What follows belongs to an exercise in optimizing a design on an open flow for small area, a short achievable clock period and few clock cycles per item; a production flow would make more cautious choices.
The RTL was checked by simulation tests, not by an equivalence proof against the original design.
Power is estimated from default activity; no workload was simulated.

the previous run:
==> module bridgeTop, before the edit <==
module bridgeTop (
  input  wire         pclk,
  input  wire         preset_n,
  input  wire         awvalid,
  output logic        awready,
  input  wire  [31:0] awaddr,
  input  wire  [7:0]  awid,
  input  wire  [7:0]  awlen,
  input  wire  [1:0]  awburst,
  input  wire  [2:0]  awprot,
  input  wire         wvalid,
  output logic        wready,
  input  wire  [31:0] wdata,
  input  wire  [3:0]  wstrb,
  input  wire         arvalid,
  output logic        arready,
  input  wire  [31:0] araddr,
  input  wire  [7:0]  arid,
  input  wire  [7:0]  arlen,
  input  wire  [1:0]  arburst,
  input  wire  [2:0]  arprot,
  output logic        rvalid,
  input  wire         rready,
  output logic [31:0] rdata,
  output logic [1:0]  rresp,
  output logic [7:0]  rid,
  output logic        rlast,
  output logic        bvalid,
  input  wire         bready,
  output logic [1:0]  bresp,
  output logic [7:0]  bid,
  output logic [31:0] paddr,
  output logic [31:0] pwdata,
  output logic [3:0]  pstrb,
  output logic [2:0]  pprot,
  output logic        pwrite,
  output logic        penable,
  output logic [3:0]  psel,
  input  wire  [3:0]  pready,
  input  wire  [3:0]  pslverr,
  input  wire  [127:0] prdata
);
  logic        act;
  logic        turn;       
  logic        oom;        
  logic        incr;
  logic [7:0]  cnt;        
  logic        wHave;      
  logic [14:0] addr;
  logic        wr;         
  logic        rAcc;       
  logic        wFree;      
  logic        wFreeN;
  logic        last;
  logic        takeW;
  logic        takeR;
  logic        sel;        
  logic        serr;
  logic [31:0] sdata;
  logic        done;
  logic        go;
  logic        wTake;
  logic        actN;
  logic        turnN;
  logic        wHaveN;
  logic        rvalidN;
  logic        bvalidN;
  logic        awOom;
  logic        arOom;
  assign last  = (cnt == 8'd0);
  assign awOom = (awaddr[31:14] != 18'd0);
  assign arOom = (araddr[31:14] != 18'd0);
  assign takeW = awready && awvalid;
  assign takeR = arready && arvalid;
  assign wTake = wready && wvalid;
  always_comb begin
    sel   = 1'b0;
    serr  = 1'b0;
    sdata = 32'd0;
    for (int s = 0; s < 4; s++) begin
      sel   = sel   | (psel[s] & pready[s]);
      serr  = serr  | (psel[s] & pslverr[s]);
      sdata = sdata | ({32{psel[s]}} & prdata[32*s +: 32]);
    end
  end
  assign done = act && penable && (oom || sel);
  assign go   = act && !penable &&
                (wr ? (wHave && (!last || !bvalid || bready))
                    : (!rvalid || rready));
  assign wFree = !wHave && !rvalid && act && wr && !penable;
  assign rdata = pwdata;
  assign paddr = {17'd0, addr};
  always_comb begin
    actN    = (act && !(done && last)) || takeW || takeR;
    turnN   = act ? turn : !turn;
    wHaveN  = wTake || (wHave && !(done && wr));
    rvalidN = (done && !wr) || (rvalid && !rready);
    bvalidN = (done && wr && last) || (bvalid && !bready);
    wFreeN  = !wHaveN && !rvalidN && actN && (act ? wr : takeW) &&
              !(penable ? !done : go);
  end
  always_ff @(posedge pclk or negedge preset_n) begin
    if (!preset_n) begin
      act     <= 1'b0;
      turn    <= 1'b0;
      penable <= 1'b0;
      psel    <= 4'd0;
      rAcc    <= 1'b0;
      wHave   <= 1'b0;
      rvalid  <= 1'b0;
      bvalid  <= 1'b0;
      awready <= 1'b0;
      arready <= 1'b0;
      wready  <= 1'b0;
    end else begin
      act     <= actN;
      turn    <= turnN;
      wHave   <= wHaveN;
      rvalid  <= rvalidN;
      bvalid  <= bvalidN;
      awready <= !actN && turnN && !bvalidN;
      arready <= !actN && !turnN && !rvalidN;
      wready  <= wFreeN;
      if (!act) begin
        psel <= (takeW || takeR) && !(turn ? awOom : arOom)
              ? 4'b0001 << (turn ? awaddr[13:12] : araddr[13:12]) : 4'd0;
      end
      if (go) begin
        penable <= 1'b1;
        rAcc    <= !wr;
      end
      if (done) begin
        penable <= 1'b0;
        rAcc    <= 1'b0;
        if (last) begin
          psel <= 4'd0;
        end
      end
    end
  end
  always_ff @(posedge pclk) begin
    if (!act) begin
      wr     <= turn;
      pwrite <= awready;
      oom    <= turn ? awOom : arOom;
      incr   <= turn ? (awburst == 2'd1) : (arburst == 2'd1);
      cnt    <= turn ? awlen : arlen;
      pprot  <= turn ? awprot : arprot;
      addr   <= {1'b0, turn ? awaddr[13:0] : araddr[13:0]};
    end else if (done) begin
      cnt <= cnt - 8'd1;
      if (incr) begin
        addr[14:2] <= addr[14:2] + 13'd1;
      end
    end
    if (!act && turn && !bvalid) begin
      bid   <= awid;
      bresp <= 2'd0;
    end else if (done && wr) begin
      bresp <= bresp | {oom | serr, oom};
    end
    if (!act && !turn && !rvalid) begin
      rid <= arid;
    end
    if (wFree) begin
      pwdata <= wdata;
      pstrb  <= wstrb;
    end else if (arready) begin
      pstrb  <= 4'd0;
    end
    if (rAcc) begin
      pwdata <= sdata;
      rresp  <= {oom | serr, oom};
      rlast  <= last;
    end
  end
endmodule
clock: 5.0 ns
lec_check: 0
cap_margin: 20
core_margin: 2
core_utilization: 40
place_density: 0.75
setup_slack_margin: 2.9
slew_margin: 20
standard.sh (not shown) runs the stock make flow with config.mk's settings and CLKGATE_MAP_FILE= SYNTH_SCRIPT=/design/flow/synth_recipe.tcl, a recipe that flattens the netlist after the stock synthesis.
==> flow/flow/run.sh <==
#!/bin/bash
# standard ORFS layout (the standard.sh, standard synthesis unchanged),
# with every port buffered by the smallest buffer instead of a delay buffer,
# and no dummy loads in the clock tree
set -euo pipefail
export CTS_ARGS="-sink_clustering_enable -repair_clock_nets -dont_use_dummy_load"
bash standard.sh "BUFFER_PORTS_ARGS=-buffer_cell sky130_fd_sc_hd__buf_1" finish > standard.log 2>&1
Testbench counts of the previous run, summed over its fixed seeds: cycles 10,018, beats 2,933.
## Diff of input files: the current run against the previous run
--- a/flow/design.v
+++ b/flow/design.v
@@ -88,19 +88,19 @@
   assign done = act && penable && (oom || sel);
   assign go   = act && !penable &&
                 (wr ? (wHave && (!last || !bvalid || bready))
                     : (!rvalid || rready));
-  assign wFree = !wHave && !rvalid && act && wr && !penable;
+  assign wFree = !wHave && !rvalid && (act ? (wr && !penable) : turn);
   assign rdata = pwdata;
   assign paddr = {17'd0, addr};
   always_comb begin
     actN    = (act && !(done && last)) || takeW || takeR;
     turnN   = act ? turn : !turn;
     wHaveN  = wTake || (wHave && !(done && wr));
     rvalidN = (done && !wr) || (rvalid && !rready);
     bvalidN = (done && wr && last) || (bvalid && !bready);
-    wFreeN  = !wHaveN && !rvalidN && actN && (act ? wr : takeW) &&
-              !(penable ? !done : go);
+    wFreeN  = !wHaveN && !rvalidN &&
+              (actN ? ((act ? wr : takeW) && !(penable ? !done : go)) : turnN);
   end
   always_ff @(posedge pclk or negedge preset_n) begin
     if (!preset_n) begin
       act     <= 1'b0;
@@ -120,9 +120,9 @@
       wHave   <= wHaveN;
       rvalid  <= rvalidN;
       bvalid  <= bvalidN;
       awready <= !actN && turnN && !bvalidN;
-      arready <= !actN && !turnN && !rvalidN;
+      arready <= !actN && !turnN && !rvalidN && !wHaveN;
       wready  <= wFreeN;
       if (!act) begin
         psel <= (takeW || takeR) && !(turn ? awOom : arOom)
               ? 4'b0001 << (turn ? awaddr[13:12] : araddr[13:12]) : 4'd0;
Of the current run and the previous run, the run reporting the higher worst setup slack was the current run.
The xor and xnor fraction of the mapped netlist area in the current run sits 0.20 points above the value recorded for the previous run.
In the reports for the current run and the previous run, the larger cell area reported after detailed placement belongs to the previous run.
| routed via count | the current run vs the previous run | 0.81% lower |
Compared to the previous run, the current run has core box area 3.1% lower.
The current run against the previous run: total power closely matched the old numbers; final cell count lower.
Testbench counts of the current run, summed over its fixed seeds: cycles 10,018, beats 2,933.

---

The RTL this note starts from:
==> flow/design.v <==
`timescale 1ns/1ps
`default_nettype none
module bridgeTop (
  input  wire         pclk,
  input  wire         preset_n,
  input  wire         awvalid,
  output logic        awready,
  input  wire  [31:0] awaddr,
  input  wire  [7:0]  awid,
  input  wire  [7:0]  awlen,
  input  wire  [1:0]  awburst,
  input  wire  [2:0]  awprot,
  input  wire         wvalid,
  output logic        wready,
  input  wire  [31:0] wdata,
  input  wire  [3:0]  wstrb,
  input  wire         arvalid,
  output logic        arready,
  input  wire  [31:0] araddr,
  input  wire  [7:0]  arid,
  input  wire  [7:0]  arlen,
  input  wire  [1:0]  arburst,
  input  wire  [2:0]  arprot,
  output logic        rvalid,
  input  wire         rready,
  output logic [31:0] rdata,
  output logic [1:0]  rresp,
  output logic [7:0]  rid,
  output logic        rlast,
  output logic        bvalid,
  input  wire         bready,
  output logic [1:0]  bresp,
  output logic [7:0]  bid,
  output logic [31:0] paddr,
  output logic [31:0] pwdata,
  output logic [3:0]  pstrb,
  output logic [2:0]  pprot,
  output logic        pwrite,
  output logic        penable,
  output logic [3:0]  psel,
  input  wire  [3:0]  pready,
  input  wire  [3:0]  pslverr,
  input  wire  [127:0] prdata
);
  logic        act;
  logic        turn;       
  logic        oom;        
  logic        incr;
  logic [7:0]  cnt;        
  logic        wHave;      
  logic [14:0] addr;
  logic [3:0]  strb;
  logic        wr;         
  logic [3:0]  rsel;       
  logic        rAcc;       
  logic        wFree;      
  logic        last;
  logic        takeW;
  logic        takeR;
  logic        sel;        
  logic        serr;
  logic [31:0] sdata;
  logic        done;
  logic        go;
  logic        wTake;
  logic        actN;
  logic        turnN;
  logic        wHaveN;
  logic        rvalidN;
  logic        bvalidN;
  logic        wAccN;
  logic        awOom;
  logic        arOom;
  assign last  = (cnt == 8'd0);
  assign awOom = (awaddr[31:14] != 18'd0);
  assign arOom = (araddr[31:14] != 18'd0);
  assign takeW = awready && awvalid;
  assign takeR = arready && arvalid;
  assign wTake = wready && wvalid;
  always_comb begin
    sel   = 1'b0;
    serr  = 1'b0;
    sdata = 32'd0;
    for (int s = 0; s < 4; s++) begin
      sel   = sel   | (psel[s] & pready[s]);
      serr  = serr  | (psel[s] & pslverr[s]);
      sdata = sdata | ({32{rsel[s]}} & prdata[32*s +: 32]);
    end
  end
  assign done = act && penable && (oom || sel);
  assign go   = act && !penable &&
                (wr ? (wHave && (!last || !bvalid || bready))
                    : (!rvalid || rready));
  assign wFree = !wHave && !(act && wr && penable);
  assign paddr = {17'd0, addr};
  always_comb begin
    actN    = (act && !(done && last)) || takeW || takeR;
    turnN   = act ? turn : !turn;
    wHaveN  = wTake || (wHave && !(done && wr));
    rvalidN = (done && !wr) || (rvalid && !rready);
    bvalidN = (done && wr && last) || (bvalid && !bready);
    wAccN   = !wHaveN && !(actN && (act ? wr : takeW) && (penable ? !done : go));
  end
  always_ff @(posedge pclk or negedge preset_n) begin
    if (!preset_n) begin
      act     <= 1'b0;
      turn    <= 1'b0;
      penable <= 1'b0;
      psel    <= 4'd0;
      rsel    <= 4'd0;
      rAcc    <= 1'b0;
      wHave   <= 1'b0;
      rvalid  <= 1'b0;
      bvalid  <= 1'b0;
      awready <= 1'b0;
      arready <= 1'b0;
      wready  <= 1'b0;
    end else begin
      act     <= actN;
      turn    <= turnN;
      wHave   <= wHaveN;
      rvalid  <= rvalidN;
      bvalid  <= bvalidN;
      awready <= !actN && turnN && !bvalidN;
      arready <= !actN && !turnN && !rvalidN;
      wready  <= wAccN;
      if (!act) begin
        psel <= (takeW || takeR) && !(turn ? awOom : arOom)
              ? 4'b0001 << (turn ? awaddr[13:12] : araddr[13:12]) : 4'd0;
        rsel <= takeR && !arOom ? 4'b0001 << araddr[13:12] : 4'd0;
      end
      if (go) begin
        penable <= 1'b1;
        rAcc    <= !wr;
      end
      if (done) begin
        penable <= 1'b0;
        rAcc    <= 1'b0;
        if (last) begin
          psel <= 4'd0;
          rsel <= 4'd0;
        end
      end
    end
  end
  always_ff @(posedge pclk) begin
    if (!act) begin
      wr     <= turn;
      pwrite <= awready;
      oom    <= turn ? awOom : arOom;
      incr   <= turn ? (awburst == 2'd1) : (arburst == 2'd1);
      cnt    <= turn ? awlen : arlen;
      pprot  <= turn ? awprot : arprot;
      addr   <= {1'b0, turn ? awaddr[13:0] : araddr[13:0]};
    end else if (done) begin
      cnt <= cnt - 8'd1;
      if (incr) begin
        addr[14:2] <= addr[14:2] + 13'd1;
      end
    end
    if (!act && turn && !bvalid) begin
      bid   <= awid;
      bresp <= 2'd0;
    end else if (done && wr) begin
      bresp <= bresp | {oom | serr, oom};
    end
    if (!act && !turn && !rvalid) begin
      rid <= arid;
    end
    pstrb <= (act ? wr : turn) ? (wFree ? wstrb : strb) : 4'd0;
    if (wFree) begin
      pwdata <= wdata;
      strb   <= wstrb;
    end
    if (rAcc) begin
      rdata <= sdata;
      rresp <= {oom | serr, oom};
      rlast <= last;
    end
  end
endmodule
`default_nettype wire
clock: 5.0 ns
lec_check: 0
cap_margin: 20
core_margin: 2
core_utilization: 40
setup_slack_margin: 2.8
slew_margin: 20
Scripts as last shown in full above: flow/flow/run.sh
Testbench counts at the start, summed over its fixed seeds: cycles 9,506, beats 2,933.
Then changed:
--- a/flow/design.v
+++ b/flow/design.v
@@ -47,15 +47,15 @@
   logic        oom;        
   logic        incr;
   logic [7:0]  cnt;        
   logic        wHave;      
   logic [14:0] addr;
-  logic [3:0]  strb;
   logic        wr;         
   logic [3:0]  rsel;       
   logic        rAcc;       
   logic        wFree;      
+  logic        wFreeN;
   logic        last;
   logic        takeW;
   logic        takeR;
   logic        sel;        
   logic        serr;
@@ -66,11 +66,10 @@
   logic        actN;
   logic        turnN;
   logic        wHaveN;
   logic        rvalidN;
   logic        bvalidN;
-  logic        wAccN;
   logic        awOom;
   logic        arOom;
   assign last  = (cnt == 8'd0);
   assign awOom = (awaddr[31:14] != 18'd0);
   assign arOom = (araddr[31:14] != 18'd0);
@@ -89,19 +88,21 @@
   end
   assign done = act && penable && (oom || sel);
   assign go   = act && !penable &&
                 (wr ? (wHave && (!last || !bvalid || bready))
                     : (!rvalid || rready));
-  assign wFree = !wHave && !(act && wr && penable);
+  assign wFree = !wHave && !rvalid && (act ? (wr && !penable) : turn);
+  assign rdata = pwdata;
   assign paddr = {17'd0, addr};
   always_comb begin
     actN    = (act && !(done && last)) || takeW || takeR;
     turnN   = act ? turn : !turn;
     wHaveN  = wTake || (wHave && !(done && wr));
     rvalidN = (done && !wr) || (rvalid && !rready);
     bvalidN = (done && wr && last) || (bvalid && !bready);
-    wAccN   = !wHaveN && !(actN && (act ? wr : takeW) && (penable ? !done : go));
+    wFreeN  = !wHaveN && !rvalidN &&
+              (actN ? ((act ? wr : takeW) && !(penable ? !done : go)) : turnN);
   end
   always_ff @(posedge pclk or negedge preset_n) begin
     if (!preset_n) begin
       act     <= 1'b0;
       turn    <= 1'b0;
@@ -120,12 +121,12 @@
       turn    <= turnN;
       wHave   <= wHaveN;
       rvalid  <= rvalidN;
       bvalid  <= bvalidN;
       awready <= !actN && turnN && !bvalidN;
-      arready <= !actN && !turnN && !rvalidN;
-      wready  <= wAccN;
+      arready <= !actN && !turnN && !rvalidN && !wHaveN;
+      wready  <= wFreeN;
       if (!act) begin
         psel <= (takeW || takeR) && !(turn ? awOom : arOom)
               ? 4'b0001 << (turn ? awaddr[13:12] : araddr[13:12]) : 4'd0;
         rsel <= takeR && !arOom ? 4'b0001 << araddr[13:12] : 4'd0;
       end
@@ -165,18 +166,19 @@
       bresp <= bresp | {oom | serr, oom};
     end
     if (!act && !turn && !rvalid) begin
       rid <= arid;
     end
-    pstrb <= (act ? wr : turn) ? (wFree ? wstrb : strb) : 4'd0;
     if (wFree) begin
       pwdata <= wdata;
-      strb   <= wstrb;
+      pstrb  <= wstrb;
+    end else if (arready) begin
+      pstrb  <= 4'd0;
     end
     if (rAcc) begin
-      rdata <= sdata;
-      rresp <= {oom | serr, oom};
-      rlast <= last;
+      pwdata <= sdata;
+      rresp  <= {oom | serr, oom};
+      rlast  <= last;
     end
   end
 endmodule
 `default_nettype wire
Outcome: Die area drops by 7.5%. Sequential share of layout area came out lower by 7.0 points. Sequential power drops by 28%. Worst setup slack is worse by 0.046 ns. Via count grows by 2.3%. Synthesized cell count increases by 9.2%. Clock skew is about the same. Fmax decreases by 2.1%. Cell count shrinks by 0.65%. Global-route usage rose by 1.2 points.
Testbench counts after the change, summed over its fixed seeds: cycles 10,018, beats 2,933.

## static timing again, ports no longer ideal
The flow's constraints put no driver on any port. The routed layouts listed below were extracted and timed again, unchanged, in two steps. Step 1: set_driving_cell puts a clkbuf_16 on pclk and a buf_2 on each other input, an assumption about the parent block. Step 2 adds t to the input delays and takes it off the output delays; t is the mean of the earliest and latest rising clock arrival at the registers after step 1. Input paths then give back, and output paths get back, about the clock's delay inside the block. Slacks: no drivers / after step 1 / after step 2; pairs: no drivers / after step 1.
run | shift t [ns] | setup WS [ns] | clock arrival spread, ns | worst register clock-pin slew, ns
the previous run | 0.375 | 2.877 / 2.834 / 2.592 | 0.026 / 0.026 | 0.08 / 0.08
the current run | 0.386 | 2.928 / 2.887 / 2.558 | 0.036 / 0.037 | 0.08 / 0.08
the first run of note 2 | 0.453 | 2.878 / 2.835 / 2.484 | 0.022 / 0.022 | 0.06 / 0.06
the second run of note 2 | 0.380 | 2.832 / 2.853 / 2.474 | 0.017 / 0.017 | 0.07 / 0.07
After both steps every run listed still meets setup and hold. The setup slack of the first run of note 2, which loses most, moves by -0.043 ns with the drivers and by -0.394 ns with both steps.
